This design comes from an exercise in tuning for small area on the open sky130 flow, not from production work. Only simulation tests tie the RTL to the original design; equivalence was not proved.

==> ember: inputs <==
==> flow/design.v (excerpt) <==
module rv3n_core_top (
	input  logic                   i_clk,
	input  logic                   i_rst,
	input  logic                   i_req,
	input  logic [2:0]             i_op,
	input  logic [5-1:0] i_rd,
	input  logic [5-1:0] i_rs0,
	input  logic [5-1:0] i_rs1,
	input  logic                   i_use_imm,
	input  logic [32-1:0]  i_imm,
	input  logic                   i_hold,
	output logic                   o_ready,
	output logic                   o_wb_valid,
	output logic [5-1:0] o_wb_rd,
	output logic [32-1:0]  o_wb_data
);
==> module rv3n_alu_aoi22, before the edit <==
module rv3n_alu_aoi22 (
	input  logic [1:0] i_s,
	input  logic [1:0] i_d,
	output logic       o_yn
);
	assign o_yn = !(|(i_s & i_d));
endmodule
==> module rv3n_alu, before the edit <==
module rv3n_alu (
	input  logic [2:0]            i_op,
	input  logic                  i_zero,
	input  logic [32-1:0] i_a,
	input  logic [32-1:0] i_b,
	output logic [32-1:0] o_res
);
	localparam int W = 32;
	logic         sub;
	logic [W-1:0] p;
	logic [W-1:0] g;
	logic [W-1:0] c;
	logic [W-1:0] sum;
	logic         lt;
	logic         is_sll;
	logic [W-1:0] sh_inn;
	logic [W-1:0] sh;
	logic [W-1:0] sh_rev;
	logic         s_sum;
	logic         s_g;
	logic         s_p;
	logic         s_srl;
	logic         s_sll;
	logic         s_slt;
	logic [W-1:0] res;
	assign sub = (i_op == 3'd1) || (i_op == 3'd7);
	for (genvar i = 0; i < W; i++) begin : g_pg
		rv3n_alu_pg u_pg (.i_a(i_a[i]), .i_b(i_b[i]), .i_sub(sub), .o_p(p[i]), .o_g(g[i]));
	end
	rv3n_alu_carry #(.W(W)) u_carry (.i_p(p), .i_g(g), .i_cin(sub), .o_c(c));
	assign sum = p ^ c;
	assign lt  = p[W-1] ? sum[W-1] : i_a[W-1];
	assign is_sll = (i_op == 3'd5);
	always_comb begin
		for (int i = 0; i < W; i++) begin
			sh_rev[i] = sh[W-1-i];
		end
	end
	for (genvar i = 0; i < W; i++) begin : g_rev
		rv3n_alu_aoi22 u_rev (
			.i_s  ({is_sll, !is_sll}),
			.i_d  ({i_a[W-1-i], i_a[i]}),
			.o_yn (sh_inn[i])
		);
	end
	rv3n_alu_shr u_shr (.i_an(sh_inn), .i_s(i_b[4:0]), .o_y(sh));
	assign s_sum = !i_zero && ((i_op == 3'd0) || (i_op == 3'd1));
	assign s_g   = !i_zero && ((i_op == 3'd2) || (i_op == 3'd3));
	assign s_p   = !i_zero && ((i_op == 3'd3) || (i_op == 3'd4));
	assign s_sll = !i_zero && is_sll;
	assign s_srl = !i_zero && (i_op == 3'd6);
	assign s_slt = !i_zero && (i_op == 3'd7);
	for (genvar i = 0; i < W; i++) begin : g_out
		rv3n_alu_out u_out (
			.i_s_sum (s_sum), .i_sum (sum[i]),
			.i_s_g   (s_g),   .i_g   (g[i]),
			.i_s_p   (s_p),   .i_p   (p[i]),
			.i_s_srl (s_srl), .i_srl (sh[i]),
			.i_s_sll (s_sll), .i_sll (sh_rev[i]),
			.o_y     (res[i])
		);
	end
	assign o_res = {res[W-1:1], res[0] | (s_slt & lt)};
endmodule
==> module rv3n_rdbit, before the edit <==
module rv3n_rdbit #(
	parameter int N = 32
) (
	input  logic [N-1:0] i_sel,
	input  logic [N-1:0] i_d,
	output logic         o_q
);
	logic [10:0] y;
	for (genvar g = 0; g < 10; g++) begin : g_aoi
		rv3n_aoi222 u_aoi (
			.a0 (i_sel[3*g]),   .a1 (i_d[3*g]),
			.b0 (i_sel[3*g+1]), .b1 (i_d[3*g+1]),
			.c0 (i_sel[3*g+2]), .c1 (i_d[3*g+2]),
			.y  (y[g])
		);
	end
	if (N == 32) begin : g_two
		assign y[10] = !((i_sel[30] && i_d[30]) || (i_sel[31] && i_d[31]));
	end else begin : g_one
		assign y[10] = !(i_sel[30] && i_d[30]);
	end
	assign o_q = !(&y);
endmodule
make LEC_CHECK=0 CAP_MARGIN=20 CORE_MARGIN=2 CORE_UTILIZATION=45 CTS_CLUSTER_DIAMETER=100 CTS_CLUSTER_SIZE=25 PLACE_DENSITY=0.6 SLEW_MARGIN=20 SYNTH_HIERARCHICAL=1 finish   # period 8.0 ns
run.sh (not shown) runs the stock make flow with config.mk's settings and CLKGATE_MAP_FILE= SYNTH_SCRIPT=/design/flow/synth_recipe.tcl, a recipe that flattens the netlist after the stock synthesis.
==> amber: changes against ember <==
--- a/flow/design.v
+++ b/flow/design.v
@@ -155,10 +155,10 @@
 	assign o_c = {gp[W-2:0], i_cin};
 endmodule
-module rv3n_alu_aoi22 (
-	input  logic [1:0] i_s,
+module rv3n_mux2i (
+	input  logic       i_s,
 	input  logic [1:0] i_d,
 	output logic       o_yn
 );
-	assign o_yn = !(|(i_s & i_d));
+	assign o_yn = !(i_s ? i_d[1] : i_d[0]);
 endmodule
 module rv3n_alu_ao4n (
@@ -305,6 +305,6 @@
 	end
 	for (genvar i = 0; i < W; i++) begin : g_rev
-		rv3n_alu_aoi22 u_rev (
-			.i_s  ({is_sll, !is_sll}),
+		rv3n_mux2i u_rev (
+			.i_s  (is_sll),
 			.i_d  ({i_a[W-1-i], i_a[i]}),
 			.o_yn (sh_inn[i])
@@ -341,4 +341,29 @@
 	assign y = !((a0 && a1) || (b0 && b1) || (c0 && c1));
 endmodule
+module rv3n_aoi22 (
+	input  logic [1:0] i_s,
+	input  logic [1:0] i_d,
+	output logic       o_yn
+);
+	assign o_yn = !(|(i_s & i_d));
+endmodule
+module rv3n_nand4 (
+	input  logic [3:0] i_a,
+	output logic       o_y
+);
+	assign o_y = !(&i_a);
+endmodule
+module rv3n_nand3 (
+	input  logic [2:0] i_a,
+	output logic       o_y
+);
+	assign o_y = !(&i_a);
+endmodule
+module rv3n_or3 (
+	input  logic [2:0] i_a,
+	output logic       o_y
+);
+	assign o_y = |i_a;
+endmodule
 module rv3n_rdbit #(
 	parameter int N = 32
@@ -349,4 +374,5 @@
 );
 	logic [10:0] y;
+	logic [3:0]  z;
 	for (genvar g = 0; g < 10; g++) begin : g_aoi
 		rv3n_aoi222 u_aoi (
@@ -358,9 +384,18 @@
 	end
 	if (N == 32) begin : g_two
-		assign y[10] = !((i_sel[30] && i_d[30]) || (i_sel[31] && i_d[31]));
+		assign y[10] = 1'b1;
+		assign z[3]  = (i_sel[30] && i_d[30]) || (i_sel[31] && i_d[31]);
+		rv3n_nand4 u_z0 (.i_a(y[3:0]), .o_y(z[0]));
+		rv3n_nand4 u_z1 (.i_a(y[7:4]), .o_y(z[1]));
+		assign z[2] = !(y[8] && y[9]);
+		assign o_q  = |z;
 	end else begin : g_one
 		assign y[10] = !(i_sel[30] && i_d[30]);
+		assign z[3]  = 1'b0;
+		rv3n_nand4 u_z0 (.i_a(y[3:0]),  .o_y(z[0]));
+		rv3n_nand4 u_z1 (.i_a(y[7:4]),  .o_y(z[1]));
+		rv3n_nand3 u_z2 (.i_a(y[10:8]), .o_y(z[2]));
+		rv3n_or3   u_q  (.i_a(z[2:0]),  .o_y(o_q));
 	end
-	assign o_q = !(&y);
 endmodule
 module rv3n_gsr (
==> flow/flow/run.sh (new file) <==
#!/bin/bash
# Layout flow: the standard flow (standard.sh: standard synthesis,
# floorplan, power grid, placement, CTS, routing), with one change: the
# buffers that placement puts on every input and output port are
# sky130_fd_sc_hd__buf_1 instead of the flow's default choice.
# make's full output goes to standard.log; each ORFS step keeps its own
# log under orfs/logs/.
set -euo pipefail
bash standard.sh \
	"BUFFER_PORTS_ARGS=-buffer_cell sky130_fd_sc_hd__buf_1" \
	finish > standard.log 2>&1
==> flow/standard.sh (new file) <==
#!/bin/bash
# synth_recipe.tcl (not shown) runs the flow's synth.tcl, then flattens the netlist and writes it again
# the make line also repeats each setting of config.mk as NAME=value (left out here)
make -C /OpenROAD-flow-scripts/flow DESIGN_CONFIG=/design/flow/config.mk WORK_HOME=/design/flow/orfs CLKGATE_MAP_FILE= SYNTH_SCRIPT=/design/flow/synth_recipe.tcl "${@:-finish}"
removed: flow/run.sh
==> lagoon: changes against ember <==
--- a/flow/design.v
+++ b/flow/design.v
@@ -155,10 +155,10 @@
 	assign o_c = {gp[W-2:0], i_cin};
 endmodule
-module rv3n_alu_aoi22 (
-	input  logic [1:0] i_s,
+module rv3n_mux2i (
+	input  logic       i_s,
 	input  logic [1:0] i_d,
 	output logic       o_yn
 );
-	assign o_yn = !(|(i_s & i_d));
+	assign o_yn = !(i_s ? i_d[1] : i_d[0]);
 endmodule
 module rv3n_alu_ao4n (
@@ -305,6 +305,6 @@
 	end
 	for (genvar i = 0; i < W; i++) begin : g_rev
-		rv3n_alu_aoi22 u_rev (
-			.i_s  ({is_sll, !is_sll}),
+		rv3n_mux2i u_rev (
+			.i_s  (is_sll),
 			.i_d  ({i_a[W-1-i], i_a[i]}),
 			.o_yn (sh_inn[i])
@@ -341,4 +341,29 @@
 	assign y = !((a0 && a1) || (b0 && b1) || (c0 && c1));
 endmodule
+module rv3n_aoi22 (
+	input  logic [1:0] i_s,
+	input  logic [1:0] i_d,
+	output logic       o_yn
+);
+	assign o_yn = !(|(i_s & i_d));
+endmodule
+module rv3n_nand4 (
+	input  logic [3:0] i_a,
+	output logic       o_y
+);
+	assign o_y = !(&i_a);
+endmodule
+module rv3n_nand3 (
+	input  logic [2:0] i_a,
+	output logic       o_y
+);
+	assign o_y = !(&i_a);
+endmodule
+module rv3n_or3 (
+	input  logic [2:0] i_a,
+	output logic       o_y
+);
+	assign o_y = |i_a;
+endmodule
 module rv3n_rdbit #(
 	parameter int N = 32
@@ -349,4 +374,5 @@
 );
 	logic [10:0] y;
+	logic [3:0]  z;
 	for (genvar g = 0; g < 10; g++) begin : g_aoi
 		rv3n_aoi222 u_aoi (
@@ -358,9 +384,18 @@
 	end
 	if (N == 32) begin : g_two
-		assign y[10] = !((i_sel[30] && i_d[30]) || (i_sel[31] && i_d[31]));
+		assign y[10] = 1'b1;
+		assign z[3]  = (i_sel[30] && i_d[30]) || (i_sel[31] && i_d[31]);
+		rv3n_nand4 u_z0 (.i_a(y[3:0]), .o_y(z[0]));
+		rv3n_nand4 u_z1 (.i_a(y[7:4]), .o_y(z[1]));
+		assign z[2] = !(y[8] && y[9]);
+		assign o_q  = |z;
 	end else begin : g_one
 		assign y[10] = !(i_sel[30] && i_d[30]);
+		assign z[3]  = 1'b0;
+		rv3n_nand4 u_z0 (.i_a(y[3:0]),  .o_y(z[0]));
+		rv3n_nand4 u_z1 (.i_a(y[7:4]),  .o_y(z[1]));
+		rv3n_nand3 u_z2 (.i_a(y[10:8]), .o_y(z[2]));
+		rv3n_or3   u_q  (.i_a(z[2:0]),  .o_y(o_q));
 	end
-	assign o_q = !(&y);
 endmodule
 module rv3n_gsr (
==> flow/flow/run.sh (new file) <==
#!/bin/bash
# Layout flow: the standard flow (standard.sh: standard synthesis,
# floorplan, power grid, placement, CTS, routing), with one change: the
# buffers that placement puts on every input and output port are
# sky130_fd_sc_hd__buf_1 instead of the flow's default choice.
# make's full output goes to standard.log; each ORFS step keeps its own
# log under orfs/logs/.
set -euo pipefail
bash standard.sh \
	"BUFFER_PORTS_ARGS=-buffer_cell sky130_fd_sc_hd__buf_1" \
	finish > standard.log 2>&1
==> flow/standard.sh (new file) <==
#!/bin/bash
# synth_recipe.tcl (not shown) runs the flow's synth.tcl, then flattens the netlist and writes it again
# the make line also repeats each setting of config.mk as NAME=value (left out here)
make -C /OpenROAD-flow-scripts/flow DESIGN_CONFIG=/design/flow/config.mk WORK_HOME=/design/flow/orfs CLKGATE_MAP_FILE= SYNTH_SCRIPT=/design/flow/synth_recipe.tcl "${@:-finish}"
CAP_MARGIN = 0   (was 20)
GPL_ROUTABILITY_DRIVEN = 0   (was default)
SLEW_MARGIN = 0   (was 20)
removed: flow/run.sh
==> willow: changes against ember <==
--- a/flow/design.v
+++ b/flow/design.v
@@ -155,10 +155,10 @@
 	assign o_c = {gp[W-2:0], i_cin};
 endmodule
-module rv3n_alu_aoi22 (
-	input  logic [1:0] i_s,
+module rv3n_mux2i (
+	input  logic       i_s,
 	input  logic [1:0] i_d,
 	output logic       o_yn
 );
-	assign o_yn = !(|(i_s & i_d));
+	assign o_yn = !(i_s ? i_d[1] : i_d[0]);
 endmodule
 module rv3n_alu_ao4n (
@@ -305,6 +305,6 @@
 	end
 	for (genvar i = 0; i < W; i++) begin : g_rev
-		rv3n_alu_aoi22 u_rev (
-			.i_s  ({is_sll, !is_sll}),
+		rv3n_mux2i u_rev (
+			.i_s  (is_sll),
 			.i_d  ({i_a[W-1-i], i_a[i]}),
 			.o_yn (sh_inn[i])
@@ -341,4 +341,29 @@
 	assign y = !((a0 && a1) || (b0 && b1) || (c0 && c1));
 endmodule
+module rv3n_aoi22 (
+	input  logic [1:0] i_s,
+	input  logic [1:0] i_d,
+	output logic       o_yn
+);
+	assign o_yn = !(|(i_s & i_d));
+endmodule
+module rv3n_nand4 (
+	input  logic [3:0] i_a,
+	output logic       o_y
+);
+	assign o_y = !(&i_a);
+endmodule
+module rv3n_nand3 (
+	input  logic [2:0] i_a,
+	output logic       o_y
+);
+	assign o_y = !(&i_a);
+endmodule
+module rv3n_or3 (
+	input  logic [2:0] i_a,
+	output logic       o_y
+);
+	assign o_y = |i_a;
+endmodule
 module rv3n_rdbit #(
 	parameter int N = 32
@@ -349,4 +374,5 @@
 );
 	logic [10:0] y;
+	logic [3:0]  z;
 	for (genvar g = 0; g < 10; g++) begin : g_aoi
 		rv3n_aoi222 u_aoi (
@@ -358,9 +384,18 @@
 	end
 	if (N == 32) begin : g_two
-		assign y[10] = !((i_sel[30] && i_d[30]) || (i_sel[31] && i_d[31]));
+		assign y[10] = 1'b1;
+		assign z[3]  = (i_sel[30] && i_d[30]) || (i_sel[31] && i_d[31]);
+		rv3n_nand4 u_z0 (.i_a(y[3:0]), .o_y(z[0]));
+		rv3n_nand4 u_z1 (.i_a(y[7:4]), .o_y(z[1]));
+		assign z[2] = !(y[8] && y[9]);
+		assign o_q  = |z;
 	end else begin : g_one
 		assign y[10] = !(i_sel[30] && i_d[30]);
+		assign z[3]  = 1'b0;
+		rv3n_nand4 u_z0 (.i_a(y[3:0]),  .o_y(z[0]));
+		rv3n_nand4 u_z1 (.i_a(y[7:4]),  .o_y(z[1]));
+		rv3n_nand3 u_z2 (.i_a(y[10:8]), .o_y(z[2]));
+		rv3n_or3   u_q  (.i_a(z[2:0]),  .o_y(o_q));
 	end
-	assign o_q = !(&y);
 endmodule
 module rv3n_gsr (
==> flow/flow/run.sh (new file) <==
#!/bin/bash
# Layout flow: the standard flow (standard.sh: standard synthesis,
# floorplan, power grid, placement, CTS, routing), with one change: the
# buffers that placement puts on every input and output port are
# sky130_fd_sc_hd__buf_1 instead of the flow's default choice.
# make's full output goes to standard.log; each ORFS step keeps its own
# log under orfs/logs/.
set -euo pipefail
bash standard.sh \
	"BUFFER_PORTS_ARGS=-buffer_cell sky130_fd_sc_hd__buf_1" \
	finish > standard.log 2>&1
==> flow/standard.sh (new file) <==
#!/bin/bash
# synth_recipe.tcl (not shown) runs the flow's synth.tcl, then flattens the netlist and writes it again
# the make line also repeats each setting of config.mk as NAME=value (left out here)
make -C /OpenROAD-flow-scripts/flow DESIGN_CONFIG=/design/flow/config.mk WORK_HOME=/design/flow/orfs CLKGATE_MAP_FILE= SYNTH_SCRIPT=/design/flow/synth_recipe.tcl "${@:-finish}"
CAP_MARGIN = 10   (was 20)
GPL_ROUTABILITY_DRIVEN = 0   (was default)
SLEW_MARGIN = 10   (was 20)
removed: flow/run.sh
==> flow_summary.toml <==
[outcome]
status = "timing/DRC/antenna clean"

[cells_and_area]
n_antenna_cell = 1
seq_area_share_pct = 65.55
buf_share_pct = 3.296
design_area_mm2 = 0.05410
filler_cell_count = 8810

[yosys]
synthAdderAreaFrac_pct = 0.8189
synth-xor-area-share_pct = 1.344

[worst_setup_path]
critPathSlowestCell = "nor2_2"
worstSetupStartpoint = "i_rs1[2]"
r2r_start = "u_gsr.regs[258]$_DFFE_PP_"

[pwr]
p_int_mw = 10.11
powerClk_mw = 3.29

[floorplan]
start_util_pct = 45.54

[clocking]
cts_made_buffers = 56
the above is filed under amber

==> flow_summary.toml <==
[floorplan]
start_util_pct = 45.54

[clocking]
cts_made_buffers = 55

[outcome]
status = "timing/DRC/antenna clean"

[pwr]
p_int_mw = 10.02
powerClk_mw = 3.25

[yosys]
synth-xor-area-share_pct = 1.344

[cells_and_area]
n_antenna_cell = 5
design_area_mm2 = 0.05352

[worst_setup_path]
critPathSlowestCell = "nor2_2"
the above is filed under lagoon

==> flow_summary.toml <==
[cells_and_area]
filler_cell_count = 8625
buf_share_pct = 5.774
seq_area_share_pct = 63.16
design_area_mm2 = 0.05615

[worst_setup_path]
critPathSlowestCell = "clkdlybuf4s50_1"

[pwr]
powerClk_mw = 3.30
p_int_mw = 10.20

[outcome]
status = "timing/DRC/antenna clean"

[clocking]
cts_made_buffers = 56

[yosys]
synthesis.area_mm2 = 0.04916
synthAdderAreaFrac_pct = 0.8144
synth_top_area_cell = "edfxtp_1"
synth-xor-area-share_pct = 1.336

[global_route]
globalRoute.busiestLayer = "met2"

[routing]
vias = 38600

[floorplan]
start_util_pct = 45.29
the above is filed under ember

==> flow_summary.toml <==
[yosys]
synth-xor-area-share_pct = 1.344
synth_cell_types = 64

[pwr]
power_density_mw_per_mm2 = 264.7
powerClk_mw = 3.25
power_leader = "registers"

[clocking]
cts_made_buffers = 55

[floorplan]
start_util_pct = 45.54

[cells_and_area]
design_area_mm2 = 0.05375
n_antenna_cell = 3
seq_area_share_pct = 65.99
filler_cell_count = 8764

[worst_setup_path]
worst-path-buf-inv = 2
r2r_start = "u_gsr.regs[65]$_DFFE_PP_"
critPathSlowestCell = "nor2_2"

[timing]
setup_viol = 0

[placement]
dp_cells = 4470

[hold_path]
hp-start = "gen_stage_ch[0].u_stage_ch.out_result[18]$_DFFE_PP_"

[outcome]
status = "timing/DRC/antenna clean"
the above is filed under willow

[what the ideal ports hide]
In the flow no input, the clock included, has a driving cell. The finished layouts below were timed again as built, in two steps.
Step 1 assumes that a clkbuf_16 drives the clock port and a buf_2 every other input.
Step 2 adds t to the input delays and takes it off the output delays; t is the mean of the earliest and latest rising clock arrival at the registers after step 1. Input paths then give back, and output paths get back, about the clock's delay inside the block.
Slacks: ideal ports / drivers / drivers and shift; pairs: ideal ports / drivers.
run	t, ns	setup slack, ns	latest minus earliest clock arrival (ns)
ember	0.790	0.782 / 0.837 / 0.047	0.027 / 0.026
amber	0.791	1.087 / 1.129 / 0.338	0.042 / 0.042
lagoon	0.766	0.966 / 1.003 / 0.237	0.064 / 0.064
willow	0.771	0.947 / 0.983 / 0.212	0.062 / 0.062
After both steps setup and hold are still met in every run listed. The setup slack of amber, which loses most, moves by +0.042 ns with the drivers and by -0.749 ns with both steps.
